This is an optimization exercise on Yosys and OpenROAD, whose aim is small area, not a production implementation. The RTL was checked by simulation tests, not by an equivalence proof against the original design.

v33:
==> flow/design.v <==
`timescale 1ns/100ps
module riscv_cpu (
    input  logic        clk,
    input  logic        reset,
    input  logic [31:0] instr,
    output logic [31:0] pc,
    input  logic [31:0] read_data,
    output logic        dmem_rd_en,
    output logic        dmem_wr_en,
    output logic [31:0] dmem_addr,
    output logic [31:0] dmem_wr_data,
    input  logic        cache_stall
);
    localparam logic [2:0] S_EX = 3'd0, S_LD = 3'd1, S_ST = 3'd2, S_WT = 3'd3, S_PC = 3'd4,
                           S_IN = 3'd5;
    logic [2:0]  state;
    logic [3:0]  ph;
    logic [3:0]  ic;
    logic [13:1] pcr;
    logic        pcs;
    logic        pcd;
    logic [31:0] ar;
    logic [31:0] dr;
    logic        carry;
    logic        cinc;
    logic        eqf;
    wire last = (ph == 4'd15);
    wire first = (ph == 4'd0);
    wire in_ex = (state == S_EX);
    wire in_pc = (state == S_PC);
    wire in_in = (state == S_IN);
    wire rot = !reset && !(in_in && first);
    wire [6:0] op = instr[6:0];
    wire [2:0] f3 = instr[14:12];
    wire f3_ok = (f3 == 3'b000) || (f3[2] && f3[1:0] != 2'b01);
    wire is_r  = (op == 7'b0110011) && f3_ok && !instr[31] && (instr[29:25] == 5'd0)
                 && (!instr[30] || f3 == 3'b000);
    wire is_i  = (op == 7'b0010011) && f3_ok;
    wire is_ld = (op == 7'b0000011) && (f3 == 3'b010);
    wire is_st = (op == 7'b0100011) && (f3 == 3'b010);
    wire is_br = (op == 7'b1100011) && (f3[2:1] == 2'b00);
    wire sub   = is_r && instr[30];
    wire is_alu = is_r || is_i;
    wire is_mem = is_ld || is_st;
    logic [31:0] immv;
    always_comb begin
        if (is_br)
            immv = {{20{instr[31]}}, instr[7], instr[30:25], instr[11:8], 1'b0};
        else if (is_st)
            immv = {{21{instr[31]}}, instr[30:25], instr[11:7]};
        else
            immv = {{21{instr[31]}}, instr[30:20]};
    end
    wire [1:0] imm2 = {immv[{ph, 1'b1}], immv[{ph, 1'b0}]};
    wire [4:0] rs1 = instr[19:15];
    wire [4:0] rs2 = instr[24:20];
    wire [4:0] rd  = instr[11:7];
    logic [31:0] head_e;
    logic [31:0] head_o;
    logic        rf_we;
    logic [1:0]  wbits;
    assign head_e[0] = 1'b0;
    assign head_o[0] = 1'b0;
    genvar r;
    generate
        for (r = 1; r < 32; r++) begin : g_rf
            logic [15:0] ce;
            logic [15:0] co;
            wire we = rf_we && (rd == r);
            always_ff @(posedge clk) begin
                if (rot) begin
                    ce <= {we ? wbits[0] : ce[0], ce[15:1]};
                    co <= {we ? wbits[1] : co[0], co[15:1]};
                end
            end
            assign head_e[r] = ce[0];
            assign head_o[r] = co[0];
        end
    endgenerate
    wire [1:0] a = {head_o[rs1], head_e[rs1]};
    wire [1:0] b = {head_o[rs2], head_e[rs2]};
    wire [31:0] pcv = {{18{pcs}}, pcr, 1'b0};
    wire [1:0]  pc2 = {pcv[{ph, 1'b1}], pcv[{ph, 1'b0}]};
    wire [1:0] x = in_pc ? pc2 : a;
    wire [1:0] y = in_pc ? imm2 : is_r ? (sub ? ~b : b) : imm2;
    wire       c0 = first ? (in_ex && sub) : carry;
    wire       c1 = (x[0] & y[0]) | (x[0] & c0) | (y[0] & c0);
    wire       c2 = (x[1] & y[1]) | (x[1] & c1) | (y[1] & c1);
    wire [1:0] sum = {x[1] ^ y[1] ^ c1, x[0] ^ y[0] ^ c0};
    wire       i0 = (ph == 4'd1) | (!first && cinc);
    wire       i1 = pc2[0] & i0;
    wire [1:0] inc = {pc2[1] ^ i1, pc2[0] ^ i0};
    wire [1:0] bo = is_r ? b : imm2;
    logic [1:0] alu;
    always_comb begin
        case (f3)
            3'b100:  alu = a ^ bo;
            3'b110:  alu = a | bo;
            3'b111:  alu = a & bo;
            default: alu = sum;
        endcase
    end
    wire       eq_now = (first || eqf) && (a == b);
    wire       br_take = eq_now != instr[12];
    wire [1:0] din = (in_ex && is_st) ? b : (in_pc && is_br) ? sum : inc;
    assign rf_we = (in_ex && is_alu) || (in_pc && is_ld);
    assign wbits = in_ex ? alu : dr[1:0];
    wire dr_shift = in_ex || in_pc;
    wire dr_load = (state == S_LD) && !cache_stall;
    wire ar_shift = in_ex;
    wire [31:0] dr_next = {din, dr[31:2]};
    wire pc_load = last && (in_pc || (in_ex && !is_mem && !(is_br && br_take)));
    always_ff @(posedge clk) begin
        carry <= c2;
        cinc  <= i1 & pc2[1];
        eqf   <= eq_now;
        if (dr_load) dr <= read_data;
        else if (dr_shift) dr <= dr_next;
        if (ar_shift) ar <= {sum, ar[31:2]};
    end
    always_ff @(posedge clk) begin
        if (rot) ph <= ph + 4'd1;
        if (reset) begin
            state <= S_IN;
            ic    <= 4'd0;
            pcr   <= 13'd0;
            pcs   <= 1'b0;
            pcd   <= 1'b0;
        end else begin
            ic <= ic + 4'd1;
            if (pc_load) begin
                pcr <= dr_next[13:1];
                pcs <= dr_next[31];
                pcd <= pcd || (!dr_next[31] && dr_next[13:10] != 4'd0);
            end
            case (state)
                S_EX: if (last) begin
                    if (is_ld) state <= S_LD;
                    else if (is_st) state <= S_ST;
                    else if (is_br && br_take) state <= S_PC;
                end
                S_LD, S_ST: if (!cache_stall) state <= last ? S_PC : S_WT;
                S_WT: if (last) state <= S_PC;
                S_IN: if (ic == 4'd15) state <= S_EX;
                default: if (last) state <= S_EX;
            endcase
        end
    end
    assign pc           = {pcs | pcd, pcv[30:0]};
    assign dmem_rd_en   = (state == S_LD);
    assign dmem_wr_en   = (state == S_ST);
    assign dmem_addr    = ar;
    assign dmem_wr_data = dr;
endmodule
==> flow/config.mk <==
export PLATFORM = sky130hd
export DESIGN_NAME = riscv_cpu
export DESIGN_NICKNAME = riscv_cpu
export VERILOG_FILES = /design/flow/design.v
export SDC_FILE = /design/flow/constraint.sdc
export NUM_CORES = 4
export LEC_CHECK = 0
export CAP_MARGIN = 20
export CORE_MARGIN = 2
export CORE_UTILIZATION = 60
export PLACE_DENSITY = 0.75
export SLEW_MARGIN = 20
==> flow/constraint.sdc <==
create_clock -name core_clock -period 10.0 [get_ports {clk}]
set_input_delay 2.0000 -clock core_clock [delete_from_list [all_inputs] [get_ports {clk}]]
set_output_delay 2.0000 -clock core_clock [all_outputs]
set_load 0.01 [all_outputs]
standard.sh (not shown) runs the stock make flow with config.mk's settings and CLKGATE_MAP_FILE= SYNTH_SCRIPT=/design/flow/synth_recipe.tcl, a recipe that flattens the netlist after the stock synthesis.
==> flow/flow/run.sh <==
#!/bin/bash
# Standard layout, with the smallest buffer on each port and a clock tree of
# small buffers without dummy loads.
set -euo pipefail
bash standard.sh \
  BUFFER_PORTS_ARGS="-buffer_cell sky130_fd_sc_hd__buf_1" \
  CTS_ARGS="-sink_clustering_enable -repair_clock_nets -dont_use_dummy_load -buf_list sky130_fd_sc_hd__clkbuf_8 -sink_clustering_size 20 -sink_clustering_max_diameter 50" \
  finish > standard.log 2>&1
The inputs of v35 differ from those of v33 as listed below.
diff --git a/flow/design.v b/flow/design.v
--- a/flow/design.v
+++ b/flow/design.v
@@ -14,8 +14,9 @@
     localparam logic [2:0] S_EX = 3'd0, S_LD = 3'd1, S_ST = 3'd2, S_WT = 3'd3, S_PC = 3'd4,
                            S_IN = 3'd5;
+    localparam logic [15:0] SIGNATURE = 16'hA5C3;
     logic [2:0]  state;
     logic [3:0]  ph;
-    logic [3:0]  ic;
-    logic [13:1] pcr;
+    logic [15:0] sig;
+    logic [11:1] pcr;
     logic        pcs;
     logic        pcd;
@@ -29,6 +30,4 @@
     wire in_ex = (state == S_EX);
     wire in_pc = (state == S_PC);
-    wire in_in = (state == S_IN);
-    wire rot = !reset && !(in_in && first);
     wire [6:0] op = instr[6:0];
     wire [2:0] f3 = instr[14:12];
@@ -69,8 +68,6 @@
             wire we = rf_we && (rd == r);
             always_ff @(posedge clk) begin
-                if (rot) begin
-                    ce <= {we ? wbits[0] : ce[0], ce[15:1]};
-                    co <= {we ? wbits[1] : co[0], co[15:1]};
-                end
+                ce <= {we ? wbits[0] : ce[0], ce[15:1]};
+                co <= {we ? wbits[1] : co[0], co[15:1]};
             end
             assign head_e[r] = ce[0];
@@ -80,5 +77,5 @@
     wire [1:0] a = {head_o[rs1], head_e[rs1]};
     wire [1:0] b = {head_o[rs2], head_e[rs2]};
-    wire [31:0] pcv = {{18{pcs}}, pcr, 1'b0};
+    wire [31:0] pcv = {{20{pcs}}, pcr, 1'b0};
     wire [1:0]  pc2 = {pcv[{ph, 1'b1}], pcv[{ph, 1'b0}]};
     wire [1:0] x = in_pc ? pc2 : a;
@@ -120,15 +117,14 @@
     end
     always_ff @(posedge clk) begin
-        if (rot) ph <= ph + 4'd1;
+        ph <= (reset && sig != SIGNATURE) ? 4'd0 : ph + 4'd1;
+        sig <= (sig | ({16{reset}} & SIGNATURE)) & ~({16{reset}} & ~SIGNATURE);
         if (reset) begin
             state <= S_IN;
-            ic    <= 4'd0;
-            pcr   <= 13'd0;
+            pcr   <= 11'd0;
             pcs   <= 1'b0;
             pcd   <= 1'b0;
         end else begin
-            ic <= ic + 4'd1;
             if (pc_load) begin
-                pcr <= dr_next[13:1];
+                pcr <= dr_next[11:1];
                 pcs <= dr_next[31];
                 pcd <= pcd || (!dr_next[31] && dr_next[13:10] != 4'd0);
@@ -141,6 +137,5 @@
                 end
                 S_LD, S_ST: if (!cache_stall) state <= last ? S_PC : S_WT;
-                S_WT: if (last) state <= S_PC;
-                S_IN: if (ic == 4'd15) state <= S_EX;
+                S_WT, S_IN: if (last) state <= (state == S_WT) ? S_PC : S_EX;
                 default: if (last) state <= S_EX;
             endcase
### Flow results
- Higher die width goes to v33 over v35.
- Where routed wire length is concerned, v33 is outperformed by v35.
- Compared with v33, v35 shows critical path depth lower by 1.
- The met3 usage was comparable across v35 and v33.
- Most common cell after layout, fill and taps aside: dfxtp_1 -> v35, edfxtp_1 -> v33
- v35 against v33: TritonCTS sink count shows an increase of 10; maximum number of pins on one net before global-route repair dropped about 80%.
- The area fraction in compound gates after synthesis of v35 is higher than that of v33.

## static timing again, ports no longer ideal
How much do the figures lean on ideal ports? The routed layouts below were timed once more, with nothing changed but the port constraints.
Step 1 assumes that a clkbuf_16 drives the clock port and a buf_2 every other input.
Step 2, shift: input delay + t, output delay - t, t = (earliest + latest rising clock arrival at the registers) / 2. This alone moves slack from input paths to output paths.
Three values: ideal ports, drivers, drivers and shift; two values: the first two.
| run | shift t [ns] | setup WS [ns] | latest minus earliest clock arrival (ns) | worst register clock-pin slew, ns |
|---|---|---|---|---|
| v33 | 0.702 | 3.416 / 3.429 / 2.727 | 0.080 / 0.080 | 0.11 / 0.11 |
| v35 | 0.660 | 3.315 / 3.335 / 2.675 | 0.061 / 0.062 | 0.11 / 0.11 |
After both steps every run listed still meets setup and hold. For v33, which loses most, drivers alone change the setup slack by +0.013 ns; drivers and shift together by -0.689 ns.
